Source: an optimization exercise on an open RTL-to-GDS flow (aim: small area). Production flows keep margins and buffers that such runs may drop.
RTL that was checked went through simulation tests only; none was proved equivalent to the original.
Only the layout flow was run in run 3; the RTL was not checked for function there.

$ cat flow/design.v
package aes_pkg;
    localparam int RK_W   = 128;
    localparam int NUM_RK = 15;
    localparam int NPOS   = 15;
    typedef enum logic [1:0] {
        KL_128 = 2'b00,
        KL_192 = 2'b01,
        KL_256 = 2'b10,
        KL_BAD = 2'b11
    } key_len_t;
    function automatic logic [3:0] nr_of(input logic [1:0] kl);
        case (kl)
            2'b00:   nr_of = 4'd10;
            2'b01:   nr_of = 4'd12;
            default: nr_of = 4'd14;
        endcase
    endfunction
    function automatic logic [7:0] xtime(input logic [7:0] b);
        xtime = {b[6:0], 1'b0} ^ (b[7] ? 8'h1b : 8'h00);
    endfunction
endpackage
module aes_g_nand2 (input logic a, input logic b, output logic y);
    assign y = ~(a & b);
endmodule
module aes_g_xor2 (input logic a, input logic b, output logic y);
    assign y = a ^ b;
endmodule
module aes_g_xnor2 (input logic a, input logic b, output logic y);
    assign y = ~(a ^ b);
endmodule
module aes_g_ao22 (input logic a1, input logic b1, input logic a2, input logic b2, output logic y);
    assign y = (a1 & b1) | (a2 & b2);
endmodule
module aes_g_aoi222 (input logic a1, input logic b1, input logic a2, input logic b2,
                     input logic a3, input logic b3, output logic y);
    assign y = ~((a1 & b1) | (a2 & b2) | (a3 & b3));
endmodule
module aes_g_nand3 (input logic a, input logic b, input logic c, output logic y);
    assign y = ~(a & b & c);
endmodule
module aes_g_nand4b (input logic an, input logic b, input logic c, input logic d, output logic y);
    assign y = ~(~an & b & c & d);
endmodule
module aes_sbox (
    input  logic [7:0] a,
    output logic [7:0] s
);
    logic x0, x1, x2, x3, x4, x5, x6, x7;
    logic s0, s1, s2, s3, s4, s5, s6, s7, t0, t1, t2, t3;
    logic t4, t5, t6, t7, t8, t9, t10, t11, t12, t13, t14, t15;
    logic t16, t17, t18, t19, t20, t21, t22, t23, t24, t25, t26, t27;
    logic t28, t29, t30, t31, t32, t33, t34, t35, t36, t37, t38, t39;
    logic t40, t41, t42, t43, t44, t45, t46, t47, t48, t49, t50, t51;
    logic t52, t53, t54, t55, t56, t57, t58, t59, t60, t61, t62, t63;
    logic t64, t65, t66, t67, y1, y2, y3, y4, y5, y6, y7, y8;
    logic y9, y10, y11, y12, y13, y14, y15, y16, y17, y18, y19, y20;
    logic y21, z0, z1, z2, z3, z4, z5, z6, z7, z8, z9, z10;
    logic z11, z12, z13, z14, z15, z16, z17;
    assign {x0, x1, x2, x3, x4, x5, x6, x7} = a;
    aes_g_xor2 g0 (.a(x3), .b(x5), .y(y14));
    aes_g_xor2 g1 (.a(x0), .b(x6), .y(y13));
    aes_g_xor2 g2 (.a(x0), .b(x3), .y(y9));
    aes_g_xor2 g3 (.a(x0), .b(x5), .y(y8));
    aes_g_xor2 g4 (.a(x1), .b(x2), .y(t0));
    aes_g_xor2 g5 (.a(t0), .b(x7), .y(y1));
    aes_g_xor2 g6 (.a(y1), .b(x3), .y(y4));
    aes_g_xor2 g7 (.a(y13), .b(y14), .y(y12));
    aes_g_xor2 g8 (.a(y1), .b(x0), .y(y2));
    aes_g_xor2 g9 (.a(y1), .b(x6), .y(y5));
    aes_g_xor2 g10 (.a(y5), .b(y8), .y(y3));
    aes_g_xor2 g11 (.a(x4), .b(y12), .y(t1));
    aes_g_xor2 g12 (.a(t1), .b(x5), .y(y15));
    aes_g_xor2 g13 (.a(t1), .b(x1), .y(y20));
    aes_g_xor2 g14 (.a(y15), .b(x7), .y(y6));
    aes_g_xor2 g15 (.a(y15), .b(t0), .y(y10));
    aes_g_xor2 g16 (.a(y20), .b(y9), .y(y11));
    aes_g_xor2 g17 (.a(x7), .b(y11), .y(y7));
    aes_g_xor2 g18 (.a(y10), .b(y11), .y(y17));
    aes_g_xor2 g19 (.a(y10), .b(y8), .y(y19));
    aes_g_xor2 g20 (.a(t0), .b(y11), .y(y16));
    aes_g_xor2 g21 (.a(y13), .b(y16), .y(y21));
    aes_g_xor2 g22 (.a(x0), .b(y16), .y(y18));
    aes_g_nand2 g23 (.a(y12), .b(y15), .y(t2));
    aes_g_nand2 g24 (.a(y3), .b(y6), .y(t3));
    aes_g_xor2 g25 (.a(t3), .b(t2), .y(t4));
    aes_g_nand2 g26 (.a(y4), .b(x7), .y(t5));
    aes_g_xor2 g27 (.a(t5), .b(t2), .y(t6));
    aes_g_nand2 g28 (.a(y13), .b(y16), .y(t7));
    aes_g_nand2 g29 (.a(y5), .b(y1), .y(t8));
    aes_g_xor2 g30 (.a(t8), .b(t7), .y(t9));
    aes_g_nand2 g31 (.a(y2), .b(y7), .y(t10));
    aes_g_xor2 g32 (.a(t10), .b(t7), .y(t11));
    aes_g_nand2 g33 (.a(y9), .b(y11), .y(t12));
    aes_g_nand2 g34 (.a(y14), .b(y17), .y(t13));
    aes_g_xor2 g35 (.a(t13), .b(t12), .y(t14));
    aes_g_nand2 g36 (.a(y8), .b(y10), .y(t15));
    aes_g_xor2 g37 (.a(t15), .b(t12), .y(t16));
    aes_g_xor2 g38 (.a(t4), .b(t14), .y(t17));
    aes_g_xor2 g39 (.a(t6), .b(t16), .y(t18));
    aes_g_xor2 g40 (.a(t9), .b(t14), .y(t19));
    aes_g_xor2 g41 (.a(t11), .b(t16), .y(t20));
    aes_g_xor2 g42 (.a(t17), .b(y20), .y(t21));
    aes_g_xor2 g43 (.a(t18), .b(y19), .y(t22));
    aes_g_xor2 g44 (.a(t19), .b(y21), .y(t23));
    aes_g_xor2 g45 (.a(t20), .b(y18), .y(t24));
    aes_g_xor2 g46 (.a(t21), .b(t22), .y(t25));
    aes_g_nand2 g47 (.a(t21), .b(t23), .y(t26));
    aes_g_xnor2 g48 (.a(t24), .b(t26), .y(t27));
    aes_g_nand2 g49 (.a(t25), .b(t27), .y(t28));
    aes_g_xnor2 g50 (.a(t28), .b(t22), .y(t29));
    aes_g_xor2 g51 (.a(t23), .b(t24), .y(t30));
    aes_g_xnor2 g52 (.a(t22), .b(t26), .y(t31));
    aes_g_nand2 g53 (.a(t31), .b(t30), .y(t32));
    aes_g_xnor2 g54 (.a(t32), .b(t24), .y(t33));
    aes_g_xor2 g55 (.a(t23), .b(t33), .y(t34));
    aes_g_xor2 g56 (.a(t27), .b(t33), .y(t35));
    aes_g_nand2 g57 (.a(t24), .b(t35), .y(t36));
    aes_g_xnor2 g58 (.a(t36), .b(t34), .y(t37));
    aes_g_xnor2 g59 (.a(t27), .b(t36), .y(t38));
    aes_g_nand2 g60 (.a(t29), .b(t38), .y(t39));
    aes_g_xnor2 g61 (.a(t25), .b(t39), .y(t40));
    aes_g_xor2 g62 (.a(t40), .b(t37), .y(t41));
    aes_g_xor2 g63 (.a(t29), .b(t33), .y(t42));
    aes_g_xor2 g64 (.a(t29), .b(t40), .y(t43));
    aes_g_xor2 g65 (.a(t33), .b(t37), .y(t44));
    aes_g_xor2 g66 (.a(t42), .b(t41), .y(t45));
    aes_g_nand2 g67 (.a(t44), .b(y15), .y(z0));
    aes_g_nand2 g68 (.a(t37), .b(y6), .y(z1));
    aes_g_nand2 g69 (.a(t33), .b(x7), .y(z2));
    aes_g_nand2 g70 (.a(t43), .b(y16), .y(z3));
    aes_g_nand2 g71 (.a(t40), .b(y1), .y(z4));
    aes_g_nand2 g72 (.a(t29), .b(y7), .y(z5));
    aes_g_nand2 g73 (.a(t42), .b(y11), .y(z6));
    aes_g_nand2 g74 (.a(t45), .b(y17), .y(z7));
    aes_g_nand2 g75 (.a(t41), .b(y10), .y(z8));
    aes_g_nand2 g76 (.a(t44), .b(y12), .y(z9));
    aes_g_nand2 g77 (.a(t37), .b(y3), .y(z10));
    aes_g_nand2 g78 (.a(t33), .b(y4), .y(z11));
    aes_g_nand2 g79 (.a(t43), .b(y13), .y(z12));
    aes_g_nand2 g80 (.a(t40), .b(y5), .y(z13));
    aes_g_nand2 g81 (.a(t29), .b(y2), .y(z14));
    aes_g_nand2 g82 (.a(t42), .b(y9), .y(z15));
    aes_g_nand2 g83 (.a(t45), .b(y14), .y(z16));
    aes_g_nand2 g84 (.a(t41), .b(y8), .y(z17));
    aes_g_xor2 g85 (.a(z15), .b(z16), .y(t46));
    aes_g_xor2 g86 (.a(z10), .b(z11), .y(t47));
    aes_g_xor2 g87 (.a(z5), .b(z13), .y(t48));
    aes_g_xor2 g88 (.a(z9), .b(z10), .y(t49));
    aes_g_xor2 g89 (.a(z2), .b(z12), .y(t50));
    aes_g_xor2 g90 (.a(z2), .b(z5), .y(t51));
    aes_g_xor2 g91 (.a(z7), .b(z8), .y(t52));
    aes_g_xor2 g92 (.a(z0), .b(z3), .y(t53));
    aes_g_xor2 g93 (.a(z6), .b(z7), .y(t54));
    aes_g_xor2 g94 (.a(z16), .b(z17), .y(t55));
    aes_g_xnor2 g95 (.a(z12), .b(t48), .y(t56));
    aes_g_xor2 g96 (.a(t50), .b(t53), .y(t57));
    aes_g_xnor2 g97 (.a(z4), .b(t46), .y(t58));
    aes_g_xnor2 g98 (.a(z3), .b(t54), .y(t59));
    aes_g_xor2 g99 (.a(t46), .b(t57), .y(t60));
    aes_g_xnor2 g100 (.a(z14), .b(t57), .y(t61));
    aes_g_xor2 g101 (.a(t52), .b(t58), .y(t62));
    aes_g_xor2 g102 (.a(t49), .b(t58), .y(t63));
    aes_g_xnor2 g103 (.a(z4), .b(t59), .y(t64));
    aes_g_xor2 g104 (.a(t61), .b(t62), .y(t65));
    aes_g_xnor2 g105 (.a(z1), .b(t63), .y(t66));
    aes_g_xor2 g106 (.a(t59), .b(t63), .y(s0));
    aes_g_xnor2 g107 (.a(t56), .b(t62), .y(s6));
    aes_g_xnor2 g108 (.a(t48), .b(t60), .y(s7));
    aes_g_xor2 g109 (.a(t64), .b(t65), .y(t67));
    aes_g_xor2 g110 (.a(t53), .b(t66), .y(s3));
    aes_g_xor2 g111 (.a(t51), .b(t66), .y(s4));
    aes_g_xor2 g112 (.a(t47), .b(t65), .y(s5));
    aes_g_xnor2 g113 (.a(t64), .b(s3), .y(s1));
    aes_g_xnor2 g114 (.a(t55), .b(t67), .y(s2));
    assign s = {s0, s1, s2, s3, s4, s5, s6, s7};
endmodule
module aes_key_sched_ctrl
(
    input  logic         clk,
    input  logic         rst,
    input  logic         start,
    input  logic [1:0]   key_len,
    input  logic [255:0] key_in,
    output logic         busy,
    output logic         ready,
    output logic [3:0]   nr,
    output logic         err,
    input  logic         rk_req,
    input  logic [3:0]   rk_idx,
    output logic         rk_valid,
    output logic [127:0] rk_data
);
    localparam int NP = aes_pkg::NPOS;
    logic [31:0]  ring [0:3][0:NP-1];
    logic [3:0]   ph;         
    logic [5:0]   cnt;        
    logic [2:0]   j_q;        
    logic [7:0]   rcon_q;
    logic [31:0]  w_prev;     
    logic         start_ok;
    logic         busy_nxt, ready_nxt, err_nxt, valid_nxt;
    logic [3:0]   nr_nxt, ph_nxt;
    logic [5:0]   cnt_nxt;
    logic [2:0]   j_nxt;
    logic         rcon_step;
    logic [NP-1:0] rd_hot;
    logic         rd_hold;
    logic [3:0]   back_hot;
    logic [2:0]   temp_hot;
    logic [3:0]   prev_hot;
    logic [3:0][2:0] e_new;     
    logic [3:0][2:0] e_keep;   
    logic [3:0][2:0] e_keep_nc;  
    logic         start_keep;       
    logic [31:0]  w_back;
    logic [31:0]  sub_out;
    logic [31:0]  temp;
    logic [31:0]  w_new;
    logic [31:0]  kw [0:7];
    logic [31:0]  sub_rot;
    logic [31:0]  prev_d;
    logic [31:0]  ring_d [0:3][0:NP-1];
    logic [127:0] rd_d;
    aes_ks_dec u_dec (
        .rst       (rst),
        .start     (start),
        .key_len   (key_len),
        .rk_req    (rk_req),
        .rk_idx    (rk_idx),
        .busy      (busy),
        .ready     (ready),
        .nr        (nr),
        .ph        (ph),
        .cnt       (cnt),
        .j_q       (j_q),
        .start_ok  (start_ok),
        .busy_nxt  (busy_nxt),
        .ready_nxt (ready_nxt),
        .err_nxt   (err_nxt),
        .valid_nxt (valid_nxt),
        .nr_nxt    (nr_nxt),
        .ph_nxt    (ph_nxt),
        .cnt_nxt   (cnt_nxt),
        .j_nxt     (j_nxt),
        .rcon_step (rcon_step),
        .rd_hot    (rd_hot),
        .rd_hold   (rd_hold),
        .back_hot  (back_hot),
        .temp_hot  (temp_hot),
        .prev_hot  (prev_hot),
        .e_new     (e_new),
        .e_keep    (e_keep),
        .e_keep_nc (e_keep_nc),
        .start_keep(start_keep)
    );
    always_comb begin
        for (int k = 0; k < 8; k++) kw[k] = key_in[255 - 32*k -: 32];
    end
    for (genvar b = 0; b < 4; b++) begin : g_subword
        aes_sbox u_sbox (
            .a (w_prev[8*b +: 8]),
            .s (sub_out[8*b +: 8])
        );
    end
    assign sub_rot = {sub_out[23:0], sub_out[31:24]} ^ {rcon_q, 24'h0};
    for (genvar b = 0; b < 32; b++) begin : g_bit
        logic bk_lo, bk_hi, tmp_n, pv_lo, pv_hi;
        aes_g_aoi222 u_bk0 (.a1(back_hot[0]), .b1(ring[0][3][b]), .a2(back_hot[1]), .b2(ring[1][3][b]),
                            .a3(back_hot[2]), .b3(ring[2][3][b]), .y(bk_lo));
        aes_g_nand2  u_bk1 (.a(back_hot[3]), .b(ring[3][3][b]), .y(bk_hi));
        aes_g_nand2 u_bk2 (.a(bk_lo), .b(bk_hi), .y(w_back[b]));
        aes_g_aoi222 u_tmp (.a1(temp_hot[0]), .b1(sub_rot[b]), .a2(temp_hot[1]), .b2(sub_out[b]),
                            .a3(temp_hot[2]), .b3(w_prev[b]), .y(tmp_n));
        aes_g_xnor2 u_new (.a(w_back[b]), .b(tmp_n), .y(w_new[b]));
        aes_g_aoi222 u_pv0 (.a1(prev_hot[0]), .b1(kw[3][b]), .a2(prev_hot[1]), .b2(kw[5][b]),
                            .a3(prev_hot[2]), .b3(kw[7][b]), .y(pv_lo));
        aes_g_nand2  u_pv1 (.a(prev_hot[3]), .b(w_new[b]), .y(pv_hi));
        aes_g_nand2 u_pv2 (.a(pv_lo), .b(pv_hi), .y(prev_d[b]));
    end
    for (genvar l = 0; l < 4; l++) begin : g_lane
        for (genvar p = 0; p < NP; p++) begin : g_pos
            localparam int PP = (p + NP - 1) % NP;
            localparam int EX = (p == 0) ? 0 : (p == 13) ? 1 : (p == 11) ? 2 : 3;
            localparam int CK = ((3 - p + NP) % NP) % 4 == l ? ((3 - p + NP) % NP) :
                                ((3 - p + NP) % NP + NP) % 4 == l && ((3 - p + NP) % NP + NP) < 8 ? ((3 - p + NP) % NP + NP) : 8;
            if (EX < 3 && CK < 8) begin : g_ec
                for (genvar b = 0; b < 32; b++) begin : g_b
                    logic dn;
                    aes_g_aoi222 u_m (.a1(start_ok), .b1(kw[CK][b]), .a2(e_new[l][EX]), .b2(w_new[b]),
                                      .a3(e_keep_nc[l][EX]), .b3(ring[l][PP][b]), .y(dn));
                    assign ring_d[l][p][b] = ~dn;
                end
            end else if (EX < 3) begin : g_e
                for (genvar b = 0; b < 32; b++) begin : g_b
                    aes_g_ao22 u_m (.a1(e_new[l][EX]), .b1(w_new[b]), .a2(e_keep[l][EX]), .b2(ring[l][PP][b]),
                                    .y(ring_d[l][p][b]));
                end
            end else if (CK < 8) begin : g_c
                for (genvar b = 0; b < 32; b++) begin : g_b
                    aes_g_ao22 u_m (.a1(start_ok), .b1(kw[CK][b]), .a2(start_keep), .b2(ring[l][PP][b]),
                                    .y(ring_d[l][p][b]));
                end
            end else begin : g_s
                assign ring_d[l][p] = ring[l][PP];
            end
        end
    end
    always_ff @(posedge clk) begin
        busy     <= busy_nxt;
        ready    <= ready_nxt;
        err      <= err_nxt;
        rk_valid <= valid_nxt;
        nr       <= nr_nxt;
        ph       <= ph_nxt;
        cnt      <= cnt_nxt;
        j_q      <= j_nxt;
        if (start_ok)       rcon_q <= 8'h01;
        else if (rcon_step) rcon_q <= aes_pkg::xtime(rcon_q);
        w_prev   <= prev_d;
        for (int l = 0; l < 4; l++) begin
            for (int p = 0; p < NP; p++) begin
                ring[l][p] <= ring_d[l][p];
            end
        end
        rk_data  <= rd_d;
    end
    for (genvar l = 0; l < 4; l++) begin : g_rd
        for (genvar b = 0; b < 32; b++) begin : g_b
            logic [4:0] g;
            logic h, u;
            for (genvar q = 0; q < 5; q++) begin : g_grp
                aes_g_aoi222 u_a (
                    .a1(rd_hot[(3*q + 0 + l) % NP]), .b1(ring[l][3*q + 0][b]),
                    .a2(rd_hot[(3*q + 1 + l) % NP]), .b2(ring[l][3*q + 1][b]),
                    .a3(rd_hot[(3*q + 2 + l) % NP]), .b3(ring[l][3*q + 2][b]),
                    .y (g[q]));
            end
            aes_g_nand2  u_h (.a(rd_hold), .b(rk_data[127 - 32*l - (31 - b)]), .y(h));
            aes_g_nand3  u_c0 (.a(g[0]), .b(g[1]), .c(g[2]), .y(u));
            aes_g_nand4b u_c1 (.an(u), .b(g[3]), .c(g[4]), .d(h), .y(rd_d[127 - 32*l - (31 - b)]));
        end
    end
endmodule
module aes_ks_dec (
    input  logic        rst,
    input  logic        start,
    input  logic [1:0]  key_len,
    input  logic        rk_req,
    input  logic [3:0]  rk_idx,
    input  logic        busy,
    input  logic        ready,
    input  logic [3:0]  nr,
    input  logic [3:0]  ph,
    input  logic [5:0]  cnt,
    input  logic [2:0]  j_q,
    output logic        start_ok,
    output logic        busy_nxt,
    output logic        ready_nxt,
    output logic        err_nxt,
    output logic        valid_nxt,
    output logic [3:0]  nr_nxt,
    output logic [3:0]  ph_nxt,
    output logic [5:0]  cnt_nxt,
    output logic [2:0]  j_nxt,
    output logic        rcon_step,
    output logic [14:0] rd_hot,
    output logic        rd_hold,
    output logic [3:0]  back_hot,
    output logic [2:0]  temp_hot,
    output logic [3:0]  prev_hot,
    output logic [3:0][2:0] e_new,
    output logic [3:0][2:0] e_keep,
    output logic [3:0][2:0] e_keep_nc,
    output logic        start_keep
);
    logic       start_bad;
    logic       nk4, nk6, nk8;
    logic [5:0] cnt_last;
    logic       last;
    logic       rd, rd_ok;
    logic [3:0] rd_pos;
    logic [1:0] wr_lane;
    logic [3:0] wr_hot;
    assign start_ok  = ~busy && start && (key_len != 2'b11);
    assign start_bad = ~busy && start && (key_len == 2'b11);
    assign nk4 = (nr[2:1] == 2'b01);
    assign nk6 = (nr[2:1] == 2'b10);
    assign nk8 = (nr[2:1] == 2'b11);
    assign cnt_last = nk4 ? 6'd40 : nk6 ? 6'd46 : 6'd52;
    assign last = (cnt == cnt_last);
    always_comb begin
        busy_nxt  = busy;
        ready_nxt = ready;
        if (start_ok) begin
            busy_nxt  = 1'b1;
            ready_nxt = 1'b0;
        end else if (busy && last) begin
            busy_nxt  = 1'b0;
            ready_nxt = 1'b1;
        end
        if (rst) begin
            busy_nxt  = 1'b0;
            ready_nxt = 1'b0;
        end
    end
    assign rd    = ready && rk_req;
    assign rd_ok = rd && (rk_idx <= nr);
    assign err_nxt   = ~rst && (start_bad || (rd && !(rk_idx <= nr)));
    assign valid_nxt = ~rst && rd;
    assign rd_hold   = ~rst && ~rd;
    always_comb begin
        nr_nxt = nr;
        if (start_ok) nr_nxt = aes_pkg::nr_of(key_len);
        if (rst) nr_nxt = 4'd0;
    end
    assign ph_nxt    = start_ok ? 4'd0 : (ph == 4'd14) ? 4'd0 : ph + 4'd1;
    assign cnt_nxt   = start_ok ? 6'd0 : cnt + 6'd1;
    assign j_nxt     = start_ok ? 3'd0 :
                       ((nk4 && j_q == 3'd3) || (nk6 && j_q == 3'd5) || (j_q == 3'd7)) ? 3'd0 : j_q + 3'd1;
    assign rcon_step = (j_q == 3'd0);
    always_comb begin
        logic [6:0] t;
        t = 7'(ph) + 7'd63 - 7'(4 * rk_idx);
        rd_pos = 4'(t % 7'd15);
        for (int p = 0; p < 15; p++) begin
            rd_hot[p] = ~rst && rd_ok && (rd_pos == 4'(p));
        end
    end
    assign wr_lane = nk6 ? (cnt[1:0] + 2'd2) : cnt[1:0];
    always_comb begin
        for (int l = 0; l < 4; l++) begin
            back_hot[l] = (cnt[1:0] == 2'(l));
            wr_hot[l]   = busy && !last && (wr_lane == 2'(l));
            e_new[l]     = {3{wr_hot[l]}} & {nk8, nk6, nk4};
            e_keep[l]    = ~e_new[l];
            e_keep_nc[l] = ~e_new[l] & {3{~start_ok}};
        end
    end
    assign start_keep = ~start_ok;
    assign temp_hot[0] = (j_q == 3'd0);
    assign temp_hot[1] = nk8 && (j_q == 3'd4);
    assign temp_hot[2] = (j_q != 3'd0) && !(nk8 && (j_q == 3'd4));
    assign prev_hot[0] = start_ok && (key_len == 2'b00);
    assign prev_hot[1] = start_ok && (key_len == 2'b01);
    assign prev_hot[2] = start_ok && (key_len == 2'b10);
    assign prev_hot[3] = ~start_ok;
endmodule
$ cat flow/run.sh
#!/bin/bash
# synth_recipe.tcl (not shown) runs the flow's synth.tcl, then flattens the netlist and writes it again
# the make line also repeats each setting of config.mk as NAME=value (left out here)
make -C /OpenROAD-flow-scripts/flow DESIGN_CONFIG=/design/flow/config.mk WORK_HOME=/design/flow/orfs CLKGATE_MAP_FILE= SYNTH_SCRIPT=/design/flow/synth_recipe.tcl finish
$ cat flow/config.mk
export PLATFORM = sky130hd
export DESIGN_NAME = aes_key_sched_ctrl
export DESIGN_NICKNAME = aes_key_sched_ctrl
export VERILOG_FILES = /design/flow/design.v
export SDC_FILE = /design/flow/constraint.sdc
export NUM_CORES = 8
export LEC_CHECK = 0
export CAP_MARGIN = 20
export CORE_MARGIN = 2
export CORE_UTILIZATION = 40
export PLACE_DENSITY = 0.6
export SLEW_MARGIN = 20
export SYNTH_HIERARCHICAL = 1
$ cat flow/constraint.sdc
create_clock -name core_clock -period 30.0 [get_ports {clk}]
set_input_delay 6.0000 -clock core_clock [delete_from_list [all_inputs] [get_ports {clk}]]
set_output_delay 6.0000 -clock core_clock [all_outputs]
set_load 0.01 [all_outputs]
==> results.txt, run 1 <==
outcome=complete, no violations; Mapped Avg Cell Area=13.1 um^2; CTS tree=done; final setup margin=17.72 ns; Port Buffers=401; hold endpoint=ring[23][15]; hold path cells=0; Syn-to-layout area delta=22.6%; CP Max Fanout=50; share of cells above drive strength 1=0.0877; Max-Cap Viols=0; vias per cell=6.25; Detail Route Antenna Nets=0; Yosys warnings=14; CTS Hold Buffers Added=0; cts repair resizes=0; io pins=402; Syn Std Cell Area=0.0634 mm^2; worst r2r src=w_prev[7]; Starting Density=0.401; All-Layer GR Usage=0.284; Final nets=5777; core area=0.158 mm^2; starting DRC count in detailed routing=8412; Post-DP HPWL=135 mm; Chip Height=402 um; Syn Nets=5119; Slew Limit Headroom=0.192; final worst-path cycle share=0.409; class of the most critical setup path=input pin to flop; Critical Path Source Type=input pin; Avg WL per Cell=30.8 um; worst slack at placement=16.99 ns; Fillers=13700; Hold Fails Final Rpt=0; die area=0.162 mm^2; setup tns final=0 ns; Worst path max stage delay=1.10 ns; crit-path cells=clkdlybuf4s50_1, inv_1, ha_1, xnor2_1, or3_1, a211o_1, nand3_1, nand2_1, ha_1, nand3_1, or4_1, o22ai_1, o21ai_1, nand2b_1, nand3_1, a211oi_4, buf_4, buf_4, a222oi_1, nand3_1, nand4b_1; RR Endpoint=ring[28][14]; CTS clk-pin slew, worst paths=0.06 ns; most frequent CP cell=nand3_1; crit path time final=12.28 ns; Finish-stage setup viols=0; register area=0.0422 mm^2; H-tree depth=4; Cells after Synth=4829; final WL=238 mm; clock sink count=2109; f_max=81.5 MHz; CP arrival=13.03 ns; DR vias=48200; Residual DRC=0; clk_skew=0.0280 ns; drt first pass iters=13; CTS Root Cell=clkbuf_16; Slew @ Worst Pin=1.21 ns; initial antenna violation count=2; hold crit path type=flop to flop; r2r setup slk=19.75 ns; worst-case reg-to-reg path depth=33; Die X=402 um; CP max-delay cell=a211oi_4; RSZ-0062 raised after global routing=false; Clock Path Buffers=3; Placer Congestion=0.913; critical path required time=30.76 ns; Setup Buffers After CTS=0; first-pass GRT wire length=338 mm; clock latency (worst-skew pair)=0.84 ns; area of the multi-input gates=0.0208 mm^2; fin. max-slew vios=0; gr ovfl total=0; hold_sp=ring[22][15]; largest net degree at the start of global routing=129; Setup crit end kind=flop; row count=146; CTS buffer count=201; vias in the first global route=47700
critical path, delay by kind of cell:
family / cells / cell delay, ns
buffers and inverters: 4 / 1.96
adders and majority gates: 2 / 0.75
AOI/OAI and AO/OA: 5 / 2.03
xor gates and xnor gates: 1 / 0.17
and+or+nand+nor: 9 / 1.99
placed cells by master, fill, tap and decap left out, types with 6 or more instances in the layout:
master           count
clkbuf_1            32
nand2_1            401
ha_1                20
clkbuf_8            49
buf_4               94
a222oi_1           832
a22o_1             448
nand4b_1           128
nor2_4               8
nand3_1            136
mux2i_1              6
inv_1              116
a21oi_1             15
nand2b_1             6
buf_12               7
xor2_1             275
nor3_1              13
clkbuf_16          204
clkinv_8             7
a211oi_4            15
nor2_1              32
nand4_1              7
clkinv_2            48
xnor2_1            107
o21ai_0              6
bufinv_16           12
dfxtp_1           2109
clkdlybuf4s50_1    401
flip-flops by register name, indices dropped and copies added, names as in the netlist:
signal / cells
ring: 1920
rk_data: 128
w_prev: 32
rcon_q: 8
cnt: 6
nr: 4
ph: 4
j_q: 3
busy: 1
err: 1
ready: 1
rk_valid: 1
metrics by stage:
step	instance area [um^2]	hold slack (ns)	util	cells
floorplan	63400	0.330	-	4829
global placement	70900	0.332	0.449	7352
detailed placement	71000	0.335	0.449	7356
CTS	77800	0.328	0.492	7715
global route	77800	0.331	0.492	7715
finish	77800	0.324	0.492	7716
how the worst max path moves through the flow:
stage,start,endpoint,slack [ns],cells after the start
finish,rk_idx[1],rk_data[91],17.72,21
global route,rk_idx[1],rk_data[95],17.44,21
CTS,rk_idx[1],rk_data[91],17.85,21
detailed placement,rk_idx[1],rk_data[91],16.99,21
global placement,rk_idx[1],rk_data[72],17.06,21
floorplan,rk_idx[1],rk_data[64],12.54,19
per-layer routing:
metal / global-route usage / vias to the layer above / wire [um]
li1: - / 20800 / -
met1: 0.364 / 24100 / 93400
met2: 0.462 / 2807 / 110000
met3: 0.0588 / 496 / 23500
met4: 0.123 / 0 / 10500
met5: 0 / - / 0
cell type report:
class / instances / area share
Sequential cell: 2109 / 0.543
Multi-Input combinational cell: 2541 / 0.268
Clock buffer: 285 / 0.0759
Timing Repair Buffer: 505 / 0.0628
Tap cell: 2072 / 0.0333
Clock inverter: 74 / 0.0108
Inverter: 129 / 0.00647
Antenna cell: 1 / 0.0000322
==> inputs of run 2 (changes only) <==
--- a/flow/design.v
+++ b/flow/design.v
@@ -192,5 +192,5 @@
 );
-    localparam int NP = aes_pkg::NPOS;
-    logic [31:0]  ring [0:3][0:NP-1];
-    logic [3:0]   ph;         
+    logic [31:0]  ring [0:3][0:14];
+    logic [3:0]   ph0;        
+    logic [3:0]   ph1;        
     logic [5:0]   cnt;        
@@ -200,4 +200,5 @@
     logic         start_ok;
+    logic         start_keep;
     logic         busy_nxt, ready_nxt, err_nxt, valid_nxt;
-    logic [3:0]   nr_nxt, ph_nxt;
+    logic [3:0]   nr_nxt, ph0_nxt, ph1_nxt;
     logic [5:0]   cnt_nxt;
@@ -205,4 +206,6 @@
     logic         rcon_step;
-    logic [NP-1:0] rd_hot;
+    logic [14:0]  hot0;       
+    logic [12:0]  hot1;       
     logic         rd_hold;
+    logic         rb;         
     logic [3:0]   back_hot;
@@ -210,46 +213,49 @@
     logic [3:0]   prev_hot;
-    logic [3:0][2:0] e_new;     
-    logic [3:0][2:0] e_keep;   
-    logic [3:0][2:0] e_keep_nc;  
-    logic         start_keep;       
+    logic [3:0][2:0] e_new;       
+    logic [3:0][2:0] e_keep;      
+    logic [3:0][2:0] e_keep_nc;   
     logic [31:0]  w_back;
     logic [31:0]  sub_out;
-    logic [31:0]  temp;
-    logic [31:0]  w_new;
-    logic [31:0]  kw [0:7];
     logic [31:0]  sub_rot;
+    logic [31:0]  w_new;
     logic [31:0]  prev_d;
-    logic [31:0]  ring_d [0:3][0:NP-1];
-    logic [127:0] rd_d;
+    logic [31:0]  kw [0:7];
+    logic [31:0]  ring_d [0:3][0:14];
+    logic [31:0]  rd_or [0:3];
+    logic [31:0]  rd_w [0:3];
     aes_ks_dec u_dec (
-        .rst       (rst),
-        .start     (start),
-        .key_len   (key_len),
-        .rk_req    (rk_req),
-        .rk_idx    (rk_idx),
-        .busy      (busy),
-        .ready     (ready),
-        .nr        (nr),
-        .ph        (ph),
-        .cnt       (cnt),
-        .j_q       (j_q),
-        .start_ok  (start_ok),
-        .busy_nxt  (busy_nxt),
-        .ready_nxt (ready_nxt),
-        .err_nxt   (err_nxt),
-        .valid_nxt (valid_nxt),
-        .nr_nxt    (nr_nxt),
-        .ph_nxt    (ph_nxt),
-        .cnt_nxt   (cnt_nxt),
-        .j_nxt     (j_nxt),
-        .rcon_step (rcon_step),
-        .rd_hot    (rd_hot),
-        .rd_hold   (rd_hold),
-        .back_hot  (back_hot),
-        .temp_hot  (temp_hot),
-        .prev_hot  (prev_hot),
-        .e_new     (e_new),
-        .e_keep    (e_keep),
-        .e_keep_nc (e_keep_nc),
-        .start_keep(start_keep)
+        .rst        (rst),
+        .start      (start),
+        .key_len    (key_len),
+        .rk_req     (rk_req),
+        .rk_idx     (rk_idx),
+        .busy       (busy),
+        .ready      (ready),
+        .nr         (nr),
+        .ph0        (ph0),
+        .ph1        (ph1),
+        .cnt        (cnt),
+        .j_q        (j_q),
+        .start_ok   (start_ok),
+        .start_keep (start_keep),
+        .busy_nxt   (busy_nxt),
+        .ready_nxt  (ready_nxt),
+        .err_nxt    (err_nxt),
+        .valid_nxt  (valid_nxt),
+        .nr_nxt     (nr_nxt),
+        .ph0_nxt    (ph0_nxt),
+        .ph1_nxt    (ph1_nxt),
+        .cnt_nxt    (cnt_nxt),
+        .j_nxt      (j_nxt),
+        .rcon_step  (rcon_step),
+        .hot0       (hot0),
+        .hot1       (hot1),
+        .rd_hold    (rd_hold),
+        .rb         (rb),
+        .back_hot   (back_hot),
+        .temp_hot   (temp_hot),
+        .prev_hot   (prev_hot),
+        .e_new      (e_new),
+        .e_keep     (e_keep),
+        .e_keep_nc  (e_keep_nc)
     );
@@ -270,6 +276,6 @@
         aes_g_nand2  u_bk1 (.a(back_hot[3]), .b(ring[3][3][b]), .y(bk_hi));
-        aes_g_nand2 u_bk2 (.a(bk_lo), .b(bk_hi), .y(w_back[b]));
+        aes_g_nand2  u_bk2 (.a(bk_lo), .b(bk_hi), .y(w_back[b]));
         aes_g_aoi222 u_tmp (.a1(temp_hot[0]), .b1(sub_rot[b]), .a2(temp_hot[1]), .b2(sub_out[b]),
                             .a3(temp_hot[2]), .b3(w_prev[b]), .y(tmp_n));
-        aes_g_xnor2 u_new (.a(w_back[b]), .b(tmp_n), .y(w_new[b]));
+        aes_g_xnor2  u_new (.a(w_back[b]), .b(tmp_n), .y(w_new[b]));
         aes_g_aoi222 u_pv0 (.a1(prev_hot[0]), .b1(kw[3][b]), .a2(prev_hot[1]), .b2(kw[5][b]),
@@ -277,10 +283,11 @@
         aes_g_nand2  u_pv1 (.a(prev_hot[3]), .b(w_new[b]), .y(pv_hi));
-        aes_g_nand2 u_pv2 (.a(pv_lo), .b(pv_hi), .y(prev_d[b]));
+        aes_g_nand2  u_pv2 (.a(pv_lo), .b(pv_hi), .y(prev_d[b]));
     end
     for (genvar l = 0; l < 4; l++) begin : g_lane
-        for (genvar p = 0; p < NP; p++) begin : g_pos
-            localparam int PP = (p + NP - 1) % NP;
-            localparam int EX = (p == 0) ? 0 : (p == 13) ? 1 : (p == 11) ? 2 : 3;
-            localparam int CK = ((3 - p + NP) % NP) % 4 == l ? ((3 - p + NP) % NP) :
-                                ((3 - p + NP) % NP + NP) % 4 == l && ((3 - p + NP) % NP + NP) < 8 ? ((3 - p + NP) % NP + NP) : 8;
+        localparam int L = (l == 0) ? 15 : 13;
+        for (genvar p = 0; p < L; p++) begin : g_pos
+            localparam int PP = (p + L - 1) % L;
+            localparam int EX = (p == 0) ? 0 : (p == (L - 2)) ? 1 : (p == (L - 4)) ? 2 : 3;
+            localparam int J0 = (3 - p + L) % L;
+            localparam int CK = (J0 < 8 && J0 % 4 == l) ? J0 : 8;
             if (EX < 3 && CK < 8) begin : g_ec
@@ -313,3 +320,4 @@
         nr       <= nr_nxt;
-        ph       <= ph_nxt;
+        ph0      <= ph0_nxt;
+        ph1      <= ph1_nxt;
         cnt      <= cnt_nxt;
@@ -319,19 +327,33 @@
         w_prev   <= prev_d;
-        for (int l = 0; l < 4; l++) begin
-            for (int p = 0; p < NP; p++) begin
-                ring[l][p] <= ring_d[l][p];
-            end
+        for (int p = 0; p < 15; p++) ring[0][p] <= ring_d[0][p];
+        for (int l = 1; l < 4; l++) begin
+            for (int p = 0; p < 13; p++) ring[l][p] <= ring_d[l][p];
         end
-        rk_data  <= rd_d;
+        for (int l = 0; l < 4; l++) rk_data[127 - 32*l -: 32] <= rd_w[l];
     end
     for (genvar l = 0; l < 4; l++) begin : g_rd
+        localparam int L = (l == 0) ? 15 : 13;
+        localparam int NG = (L + 2) / 3;
         for (genvar b = 0; b < 32; b++) begin : g_b
-            logic [4:0] g;
+            logic [NG-1:0] g;
             logic h, u;
-            for (genvar q = 0; q < 5; q++) begin : g_grp
-                aes_g_aoi222 u_a (
-                    .a1(rd_hot[(3*q + 0 + l) % NP]), .b1(ring[l][3*q + 0][b]),
-                    .a2(rd_hot[(3*q + 1 + l) % NP]), .b2(ring[l][3*q + 1][b]),
-                    .a3(rd_hot[(3*q + 2 + l) % NP]), .b3(ring[l][3*q + 2][b]),
-                    .y (g[q]));
+            for (genvar q = 0; q < NG; q++) begin : g_grp
+                logic s0, s1, s2, d0, d1, d2;
+                if (l == 0) begin : g_l0
+                    assign s0 = hot0[3*q];
+                    assign s1 = hot0[3*q + 1];
+                    assign s2 = hot0[3*q + 2];
+                end else begin : g_lx
+                    assign s0 = hot1[(3*q + l) % 13];
+                    assign s1 = (3*q + 1 < L) ? hot1[(3*q + 1 + l) % 13] : 1'b0;
+                    assign s2 = (3*q + 2 < L) ? hot1[(3*q + 2 + l) % 13] : 1'b0;
+                end
+                assign d0 = ring[l][3*q][b];
+                assign d1 = (3*q + 1 < L) ? ring[l][(3*q + 1) % 15][b] : 1'b0;
+                assign d2 = (3*q + 2 < L) ? ring[l][(3*q + 2) % 15][b] : 1'b0;
+                if (3*q + 1 >= L) begin : g_one
+                    aes_g_nand2 u_a (.a(s0), .b(d0), .y(g[q]));
+                end else begin : g_three
+                    aes_g_aoi222 u_a (.a1(s0), .b1(d0), .a2(s1), .b2(d1), .a3(s2), .b3(d2), .y(g[q]));
+                end
             end
@@ -339,3 +361,11 @@
             aes_g_nand3  u_c0 (.a(g[0]), .b(g[1]), .c(g[2]), .y(u));
-            aes_g_nand4b u_c1 (.an(u), .b(g[3]), .c(g[4]), .d(h), .y(rd_d[127 - 32*l - (31 - b)]));
+            aes_g_nand4b u_c1 (.an(u), .b(g[3]), .c(g[4]), .d(h), .y(rd_or[l][b]));
+        end
+    end
+    assign rd_w[0] = rd_or[0];
+    for (genvar l = 1; l < 4; l++) begin : g_rb
+        for (genvar b = 0; b < 32; b++) begin : g_b
+            logic x;
+            aes_g_nand2 u_x (.a(rb), .b(rd_w[l-1][b]), .y(x));
+            aes_g_xnor2 u_y (.a(rd_or[l][b]), .b(x), .y(rd_w[l][b]));
         end
@@ -352,3 +382,4 @@
     input  logic [3:0]  nr,
-    input  logic [3:0]  ph,
+    input  logic [3:0]  ph0,
+    input  logic [3:0]  ph1,
     input  logic [5:0]  cnt,
@@ -356,2 +387,3 @@
     output logic        start_ok,
+    output logic        start_keep,
     output logic        busy_nxt,
@@ -361,3 +393,4 @@
     output logic [3:0]  nr_nxt,
-    output logic [3:0]  ph_nxt,
+    output logic [3:0]  ph0_nxt,
+    output logic [3:0]  ph1_nxt,
     output logic [5:0]  cnt_nxt,
@@ -365,4 +398,6 @@
     output logic        rcon_step,
-    output logic [14:0] rd_hot,
+    output logic [14:0] hot0,
+    output logic [12:0] hot1,
     output logic        rd_hold,
+    output logic        rb,
     output logic [3:0]  back_hot,
@@ -372,4 +407,3 @@
     output logic [3:0][2:0] e_keep,
-    output logic [3:0][2:0] e_keep_nc,
-    output logic        start_keep
+    output logic [3:0][2:0] e_keep_nc
 );
@@ -380,7 +414,9 @@
     logic       rd, rd_ok;
-    logic [3:0] rd_pos;
+    logic [3:0] r1;
+    logic [3:0] pos0, pos1;
     logic [1:0] wr_lane;
     logic [3:0] wr_hot;
-    assign start_ok  = ~busy && start && (key_len != 2'b11);
-    assign start_bad = ~busy && start && (key_len == 2'b11);
+    assign start_ok   = ~busy && start && (key_len != 2'b11);
+    assign start_bad  = ~busy && start && (key_len == 2'b11);
+    assign start_keep = ~start_ok;
     assign nk4 = (nr[2:1] == 2'b01);
@@ -406,3 +442,3 @@
     assign rd    = ready && rk_req;
-    assign rd_ok = rd && (rk_idx <= nr);
+    assign rd_ok = ~rst && rd && (rk_idx <= nr);
     assign err_nxt   = ~rst && (start_bad || (rd && !(rk_idx <= nr)));
@@ -415,3 +451,4 @@
     end
-    assign ph_nxt    = start_ok ? 4'd0 : (ph == 4'd14) ? 4'd0 : ph + 4'd1;
+    assign ph0_nxt   = start_ok ? 4'd3 : (ph0 == 4'd14) ? 4'd0 : ph0 + 4'd1;
+    assign ph1_nxt   = start_ok ? 4'd3 : (ph1 == 4'd12) ? 4'd0 : ph1 + 4'd1;
     assign cnt_nxt   = start_ok ? 6'd0 : cnt + 6'd1;
@@ -420,9 +457,25 @@
     assign rcon_step = (j_q == 3'd0);
+    assign rb = rd_ok && nk8 && (rk_idx >= 4'd13);
+    assign r1 = rb ? rk_idx - 4'd2 : rk_idx;
     always_comb begin
-        logic [6:0] t;
-        t = 7'(ph) + 7'd63 - 7'(4 * rk_idx);
-        rd_pos = 4'(t % 7'd15);
-        for (int p = 0; p < 15; p++) begin
-            rd_hot[p] = ~rst && rd_ok && (rd_pos == 4'(p));
-        end
+        logic [3:0] m0, m1;
+        logic [4:0] d0, d1;
+        case (rk_idx)
+            4'd0: m0 = 4'd0;   4'd1: m0 = 4'd4;   4'd2: m0 = 4'd8;   4'd3: m0 = 4'd12;
+            4'd4: m0 = 4'd1;   4'd5: m0 = 4'd5;   4'd6: m0 = 4'd9;   4'd7: m0 = 4'd13;
+            4'd8: m0 = 4'd2;   4'd9: m0 = 4'd6;   4'd10: m0 = 4'd10; 4'd11: m0 = 4'd14;
+            4'd12: m0 = 4'd3;  4'd13: m0 = 4'd7;  default: m0 = 4'd11;
+        endcase
+        case (r1)
+            4'd0: m1 = 4'd0;   4'd1: m1 = 4'd4;   4'd2: m1 = 4'd8;   4'd3: m1 = 4'd12;
+            4'd4: m1 = 4'd3;   4'd5: m1 = 4'd7;   4'd6: m1 = 4'd11;  4'd7: m1 = 4'd2;
+            4'd8: m1 = 4'd6;   4'd9: m1 = 4'd10;  4'd10: m1 = 4'd1;  4'd11: m1 = 4'd5;
+            default: m1 = 4'd9;
+        endcase
+        d0 = {1'b0, ph0} - {1'b0, m0};
+        d1 = {1'b0, ph1} - {1'b0, m1};
+        pos0 = d0[4] ? d0[3:0] + 4'd15 : d0[3:0];
+        pos1 = d1[4] ? d1[3:0] + 4'd13 : d1[3:0];
+        for (int p = 0; p < 15; p++) hot0[p] = rd_ok && (pos0 == 4'(p));
+        for (int p = 0; p < 13; p++) hot1[p] = rd_ok && (pos1 == 4'(p));
     end
@@ -431,4 +484,4 @@
         for (int l = 0; l < 4; l++) begin
-            back_hot[l] = (cnt[1:0] == 2'(l));
-            wr_hot[l]   = busy && !last && (wr_lane == 2'(l));
+            back_hot[l]  = (cnt[1:0] == 2'(l));
+            wr_hot[l]    = busy && !last && (wr_lane == 2'(l)) && (l == 0 || !(nk8 && cnt >= 6'd44));
             e_new[l]     = {3{wr_hot[l]}} & {nk8, nk6, nk4};
@@ -438,3 +491,2 @@
     end
-    assign start_keep = ~start_ok;
     assign temp_hot[0] = (j_q == 3'd0);
--- a/flow/config.mk
+++ b/flow/config.mk
@@ -10,2 +10,4 @@
 export CORE_UTILIZATION = 40
+export CTS_CLUSTER_DIAMETER = 150
+export CTS_CLUSTER_SIZE = 25
 export PLACE_DENSITY = 0.6
==> results.txt, run 2 <==
Final nets=5736; starting DRC count in detailed routing=8262; drt first pass iters=13; setup tns final=0 ns; Finish-stage setup viols=0; fin. max-slew vios=0; Cells after Synth=4884; Largest Register=ring; Port Buffers=401; Cell Count, Final, Fillers Out=7460; share of cells above drive strength 1=0.0524; CTS tree=done; Mapped Avg Cell Area=12.4 um^2; top flop regs=ring x1728, rk_data x128, w_prev x32; Setup Buffers After CTS=0; Setup crit end kind=flop; Clock Path Buffers=3; Syn Nets=5185; outcome=complete, no violations; Chip Height=393 um; Max-Cap Viols=0; clock latency (worst-skew pair)=0.77 ns; clock sink count=1921; clk_skew=0.0399 ns; final setup margin=16.72 ns; Slew @ Worst Pin=1.17 ns; class of the most critical setup path=input pin to flop; RSZ-0062 raised after global routing=false; hold crit path type=flop to flop; DR vias=47400; Yosys warnings=17; most frequent cells in the layout=dfxtp_1 (1921), a222oi_1 (736), nand2_1 (595); Starting Density=0.404; Die X=393 um; row count=142; CTS Hold Buffers Added=0; Slew Limit Headroom=0.216; die area=0.155 mm^2; placed insts=7362; final worst-path cycle share=0.443; CTS Root Cell=clkbuf_16; Placer Congestion=0.924; largest net degree at the start of global routing=99; vias per cell=6.35; worst slack at placement=16.23 ns; max reg flops=1728; Residual DRC=0; Avg WL per Cell=32.5 um; Post-DP HPWL=146 mm; CP arrival=13.93 ns; final WL=243 mm; CP Max Fanout=98; Detail Route Antenna Nets=0; cts repair resizes=0; io pins=402; crit path time final=13.28 ns; H-tree depth=3; CTS buffer count=86; All-Layer GR Usage=0.300; Hold Fails Final Rpt=0; gr ovfl total=0; core area=0.150 mm^2; CTS clk-pin slew, worst paths=0.10 ns; initial antenna violation count=6; most common cell after layout, fill and taps aside=dfxtp_1; Syn-to-layout area delta=16.3%; Syn Std Cell Area=0.0606 mm^2; critical path required time=30.66 ns; first-pass GRT wire length=341 mm; Critical Path Source Type=input pin; f_max=75.3 MHz; vias in the first global route=46300
-- run 2: cell types whose count changed in the layout (fill, tap and decap cells not counted), sizes merged, moves of 9 or more --
cell,before,now
clkinv,59,2
clkbuf,285,87
nor2,40,65
bufinv,12,1
a222oi,832,736
o21ai,10,21
a211oi,21,8
ha,24,33
nand2,406,599
xnor2,111,203
dfxtp,2109,1921
inv,128,137
-- run 2: path summary, 6_finish.rpt --
check | from | depth (start not counted) | slack, ns | end
setup / recovery | rk_idx[1] | 26 | 16.72 | rk_data[0]
hold / removal | ring[49][14] | 0 | 0.34 | ring[50][14]
setup reg to reg | w_prev[7] | 33 | 19.94 | ring[45][14]
hold reg to reg | ring[49][14] | 0 | 0.34 | ring[50][14]
-- run 2: final cells by class --
cell class / instances / area, um^2
fillers: 13700 / 79600
flip-flops and latches: 1921 / 38500
multi-input cells: 2784 / 21800
repair buffers: 509 / 4910
well taps: 2016 / 2520
clock buffers: 87 / 2180
inverters: 133 / 507
clock inverters: 7 / 123
diodes: 3 / 7.51
-- run 2: critical path: stages --
cell	delay, ns
clkdlybuf4s50_1	0.50
ha_1	0.35
nor2b_1	0.13
o211ai_1	0.23
a31oi_1	0.22
nor4_4	0.23
buf_12	0.52
xnor2_1	0.23
ha_1	0.24
o32ai_1	0.37
ha_1	0.26
fa_1	0.49
inv_1	0.15
ha_1	0.19
inv_1	0.08
nor4_1	0.34
o21ai_0	0.38
nor2_4	0.91
buf_4	0.75
a222oi_1	0.27
nand4b_1	0.16
xnor2_1	0.14
nand2_1	0.09
xnor2_1	0.23
nand2_1	0.09
xnor2_1	0.21
-- run 2: per-layer routing --
| metal | routed length [um] | part of all wire | track usage | vias to the layer above |
|---|---|---|---|---|
| li1 | - | - | - | 20200 |
| met4 | 12400 | 0.051 | 0.137 | 4 |
| met5 | 23 | 0.000095 | 0 | - |
| met1 | 94700 | 0.39 | 0.390 | 23700 |
| met3 | 25400 | 0.10 | 0.0566 | 535 |
| met2 | 110000 | 0.45 | 0.485 | 2979 |
-- run 2: stage by stage --
| step | hold slack, ns | instance area, um^2 | utilization |
|---|---|---|---|
| after CTS | 0.336 | 70500 | 0.469 |
| after global placement | 0.332 | 68100 | 0.454 |
| after detailed placement | 0.335 | 68200 | 0.454 |
| final | 0.342 | 70500 | 0.470 |
| after floorplan | 0.330 | 60600 | - |
| after global routing | 0.345 | 70500 | 0.470 |
==> inputs of run 3 (changes only) <==
--- a/flow/design.v
+++ b/flow/design.v
@@ -199,2 +199,3 @@
     logic [31:0]  w_prev;     
+    logic [15:0]  sb_hi;      
     logic         start_ok;
@@ -212,2 +213,3 @@
     logic [2:0]   temp_hot;
+    logic [1:0]   sbi_hot;    
     logic [3:0]   prev_hot;
@@ -218,2 +220,4 @@
     logic [31:0]  sub_out;
+    logic [15:0]  sb_in;
+    logic [15:0]  sb_out;
     logic [31:0]  sub_rot;
@@ -256,2 +260,3 @@
         .temp_hot   (temp_hot),
+        .sbi_hot    (sbi_hot),
         .prev_hot   (prev_hot),
@@ -264,8 +269,12 @@
     end
-    for (genvar b = 0; b < 4; b++) begin : g_subword
+    for (genvar b = 0; b < 16; b++) begin : g_sbi
+        aes_g_ao22 u_m (.a1(sbi_hot[0]), .b1(w_new[16 + b]), .a2(sbi_hot[1]), .b2(w_prev[b]), .y(sb_in[b]));
+    end
+    for (genvar b = 0; b < 2; b++) begin : g_subword
         aes_sbox u_sbox (
-            .a (w_prev[8*b +: 8]),
-            .s (sub_out[8*b +: 8])
+            .a (sb_in[8*b +: 8]),
+            .s (sb_out[8*b +: 8])
         );
     end
+    assign sub_out = {sb_hi, sb_out};
     assign sub_rot = {sub_out[23:0], sub_out[31:24]} ^ {rcon_q, 24'h0};
@@ -273,5 +282,5 @@
         logic bk_lo, bk_hi, tmp_n, pv_lo, pv_hi;
-        aes_g_aoi222 u_bk0 (.a1(back_hot[0]), .b1(ring[0][3][b]), .a2(back_hot[1]), .b2(ring[1][3][b]),
-                            .a3(back_hot[2]), .b3(ring[2][3][b]), .y(bk_lo));
-        aes_g_nand2  u_bk1 (.a(back_hot[3]), .b(ring[3][3][b]), .y(bk_hi));
+        aes_g_aoi222 u_bk0 (.a1(back_hot[0]), .b1(ring[0][4][b]), .a2(back_hot[1]), .b2(ring[1][4][b]),
+                            .a3(back_hot[2]), .b3(ring[2][4][b]), .y(bk_lo));
+        aes_g_nand2  u_bk1 (.a(back_hot[3]), .b(ring[3][4][b]), .y(bk_hi));
         aes_g_nand2  u_bk2 (.a(bk_lo), .b(bk_hi), .y(w_back[b]));
@@ -289,3 +298,3 @@
             localparam int PP = (p + L - 1) % L;
-            localparam int EX = (p == 0) ? 0 : (p == (L - 2)) ? 1 : (p == (L - 4)) ? 2 : 3;
+            localparam int EX = (p == 1) ? 0 : (p == (L - 1)) ? 1 : (p == (L - 3)) ? 2 : 3;
             localparam int J0 = (3 - p + L) % L;
@@ -327,2 +336,3 @@
         w_prev   <= prev_d;
+        sb_hi    <= sb_out;
         for (int p = 0; p < 15; p++) ring[0][p] <= ring_d[0][p];
@@ -404,2 +414,3 @@
     output logic [2:0]  temp_hot,
+    output logic [1:0]  sbi_hot,
     output logic [3:0]  prev_hot,
@@ -418,2 +429,4 @@
     logic [3:0] wr_hot;
+    logic       ld;           
+    logic       sub_now;      
     assign start_ok   = ~busy && start && (key_len != 2'b11);
@@ -424,3 +437,3 @@
     assign nk8 = (nr[2:1] == 2'b11);
-    assign cnt_last = nk4 ? 6'd40 : nk6 ? 6'd46 : 6'd52;
+    assign cnt_last = nk4 ? 6'd39 : nk6 ? 6'd45 : 6'd51;
     assign last = (cnt == cnt_last);
@@ -453,6 +466,7 @@
     assign ph1_nxt   = start_ok ? 4'd3 : (ph1 == 4'd12) ? 4'd0 : ph1 + 4'd1;
-    assign cnt_nxt   = start_ok ? 6'd0 : cnt + 6'd1;
-    assign j_nxt     = start_ok ? 3'd0 :
+    assign cnt_nxt   = start_ok ? 6'd63 : cnt + 6'd1;
+    assign j_nxt     = start_ok ? ((key_len == 2'b00) ? 3'd3 : (key_len == 2'b01) ? 3'd5 : 3'd7) :
                        ((nk4 && j_q == 3'd3) || (nk6 && j_q == 3'd5) || (j_q == 3'd7)) ? 3'd0 : j_q + 3'd1;
     assign rcon_step = (j_q == 3'd0);
+    assign ld        = busy && (cnt == 6'd63);
     assign rb = rd_ok && nk8 && (rk_idx >= 4'd13);
@@ -484,4 +498,4 @@
         for (int l = 0; l < 4; l++) begin
-            back_hot[l]  = (cnt[1:0] == 2'(l));
-            wr_hot[l]    = busy && !last && (wr_lane == 2'(l)) && (l == 0 || !(nk8 && cnt >= 6'd44));
+            back_hot[l]  = !ld && (cnt[1:0] == 2'(l));
+            wr_hot[l]    = busy && !ld && (wr_lane == 2'(l)) && (l == 0 || !(nk8 && cnt >= 6'd44));
             e_new[l]     = {3{wr_hot[l]}} & {nk8, nk6, nk4};
@@ -491,5 +505,8 @@
     end
-    assign temp_hot[0] = (j_q == 3'd0);
-    assign temp_hot[1] = nk8 && (j_q == 3'd4);
-    assign temp_hot[2] = (j_q != 3'd0) && !(nk8 && (j_q == 3'd4));
+    assign sub_now     = !ld && ((j_q == 3'd0) || (nk8 && (j_q == 3'd4)));
+    assign temp_hot[0] = !ld && (j_q == 3'd0);
+    assign temp_hot[1] = !ld && nk8 && (j_q == 3'd4);
+    assign temp_hot[2] = !sub_now;
+    assign sbi_hot[0]  = !sub_now;
+    assign sbi_hot[1]  = sub_now;
     assign prev_hot[0] = start_ok && (key_len == 2'b00);
==> flow/flow/run.sh (new file) <==
#!/bin/bash
# Standard layout, with the port buffers made from the smallest buffer cell.
set -euo pipefail
cp standard.sh standard_sh_copy.txt
cp config.mk config_mk_orig.txt
echo 'export BUFFER_PORTS_ARGS = -buffer_cell sky130_fd_sc_hd__buf_1' >> config.mk
bash standard.sh > standard.log 2>&1
==> flow/standard.sh (new file) <==
#!/bin/bash
# synth_recipe.tcl (not shown) runs the flow's synth.tcl, then flattens the netlist and writes it again
# the make line also repeats each setting of config.mk as NAME=value (left out here)
make -C /OpenROAD-flow-scripts/flow DESIGN_CONFIG=/design/flow/config.mk WORK_HOME=/design/flow/orfs CLKGATE_MAP_FILE= SYNTH_SCRIPT=/design/flow/synth_recipe.tcl "${@:-finish}"
--- a/flow/config.mk
+++ b/flow/config.mk
@@ -15 +15,2 @@
 export SYNTH_HIERARCHICAL = 1
+export BUFFER_PORTS_ARGS = -buffer_cell sky130_fd_sc_hd__buf_1
removed: flow/run.sh
==> results.txt, run 3 <==
outcome=complete, no violations; clock latency (worst-skew pair)=0.76 ns; Crit path max-delay family=XOR/XNOR gates; Slew Limit Headroom=0.213; CTS Root Cell=clkbuf_16; RSZ-0062 raised after global routing=false; most common cell after layout, fill and taps aside=dfxtp_1; Hold Fails Final Rpt=0; CTS tree=done; Syn-to-layout area delta=12.5%; final instance area=0.0667 mm^2; final WL=243 mm; Mapped Avg Cell Area=12.7 um^2; worst slack at placement=9.09 ns; Yosys warnings=17; RR Endpoint=ring[14][14]; core area=0.147 mm^2; Max-Cap Viols=0; vias per cell=6.50; starting DRC count in detailed routing=8653; row count=141; Worst path max stage delay=0.81 ns; Setup crit end kind=flop; cts repair resizes=0; Clock Path Buffers=3; worst-case reg-to-reg path depth=70; gr ovfl total=0; Cell Count, Final, Fillers Out=7185; placed standard-cell area=0.0643 mm^2; fin. max-slew vios=0; top flop regs=ring x1728, rk_data x128, w_prev x32; final worst-path cycle share=0.704; Syn Nets=4981; Die X=389 um; Detail Route Antenna Nets=0; Avg WL per Cell=33.8 um; Residual DRC=0; Cells after Synth=4680; hold_sp=ring[20][17]; die area=0.151 mm^2; fin util=0.452; crit path time final=21.11 ns; hold crit path type=flop to flop; vias in the first global route=45100; largest net degree at the start of global routing=98; setup tns final=0 ns; placed insts=7084; Finish-stage setup viols=0; CTS clk-pin slew, worst paths=0.10 ns; Post-DP HPWL=141 mm; CTS buffer count=87; most frequent cells in the layout=dfxtp_1 (1937), a222oi_1 (736), nand2_1 (542); final setup margin=8.89 ns; Fillers=13800; Starting Density=0.402; initial antenna violation count=7; hold endpoint=ring[21][17]; clock sink count=1937; CTS Hold Buffers Added=0; max reg flops=1728; Chip Height=389 um; Setup Buffers After CTS=0; Placer Congestion=0.919; All-Layer GR Usage=0.308; share of cells above drive strength 1=0.0545; most frequent CP cell=xor2_1; Min Hold Slack=0.334 ns; Slew @ Worst Pin=1.18 ns; clk_skew=0.0430 ns; CP max-delay cell=a222oi_1; Port Buffers=401; f_max=47.4 MHz; CP arrival=21.75 ns; DR vias=46700; first-pass GRT wire length=337 mm; worst path bufs/invs=2; io pins=402; CP Max Fanout=49; Critical Path Source Type=flop; hold path cells=0; critical path required time=30.64 ns; drt first pass iters=13; r2r setup slk=8.89 ns; H-tree depth=3; Largest Register=ring; class of the most critical setup path=flop to flop; Final nets=5545; worst r2r src=cnt[1]; Syn Std Cell Area=0.0593 mm^2
-- run 3: worst reg2reg max path: cells and delay by family, from the launching register on --
| family | cells | cell delay [ns] |
|---|---|---|
| compound gates | 8 | 3.07 |
| xor+xnor | 46 | 14.85 |
| fa+ha+maj | 1 | 0.29 |
| buf+inv | 2 | 0.53 |
| flops | 1 | 0.61 |
| simple gates | 13 | 1.64 |
-- run 3: final cells by class --
type / count / area, um^2 / share of cell area
inverters: 140 / 533 / 0.00800
diodes: 5 / 12.5 / 0.000188
clock inverters: 7 / 103 / 0.00154
repair buffers: 505 / 2370 / 0.0356
multi-input cells: 2573 / 20200 / 0.304
well taps: 1930 / 2410 / 0.0362
flip-flops and latches: 1937 / 38800 / 0.582
clock buffers: 88 / 2200 / 0.0330
-- run 3: how the worst max path moves through the flow --
stage	start	endpoint	slack, ns	cells past startpoint
after CTS	cnt[1]	ring[40][13]	8.92	70
after floorplan	rk_idx[1]	rk_data[0]	11.17	26
after global routing	cnt[1]	ring[31][14]	7.61	70
after detailed placement	cnt[1]	ring[40][13]	9.09	70
after global placement	cnt[1]	ring[14][13]	9.27	70
final	cnt[1]	ring[14][14]	8.89	70
-- run 3: routing by layer --
metal / vias to the layer above / part of all wire / track usage
met5: - / 0.00011 / 0
met4: 4 / 0.056 / 0.153
met3: 590 / 0.11 / 0.0670
met2: 3127 / 0.45 / 0.491
met1: 23400 / 0.38 / 0.395
li1: 19600 / - / -

==> re-timing with driven ports <==
No port has a modelled driver above. Below, the same layouts with a new extraction and two added sets of constraints.
Step 1: set_driving_cell puts a clkbuf_16 on clk and a buf_2 on each other input, an assumption about the parent block.
Step 2 moves the port delays by t, midway between the first and last clock arrival at a register: inputs arrive t later, outputs are due t later. That takes back most of the time a late clock gives input paths.
a / b / c = ideal / step 1 / step 2; a / b = the first two.
run | shift t [ns] | setup WS [ns] | worst data-port slew with drivers (ns)
run 1 | 0.909 | 17.724 / 17.784 / 16.875 | 0.07
run 2 | 0.828 | 16.724 / 16.762 / 15.935 | 0.07
run 3 | 0.819 | 8.892 / 8.892 / 8.892 | 0.23
After both steps every run listed still meets setup and hold. For run 1, which loses most, drivers alone change the setup slack by +0.060 ns; drivers and shift together by -0.849 ns.
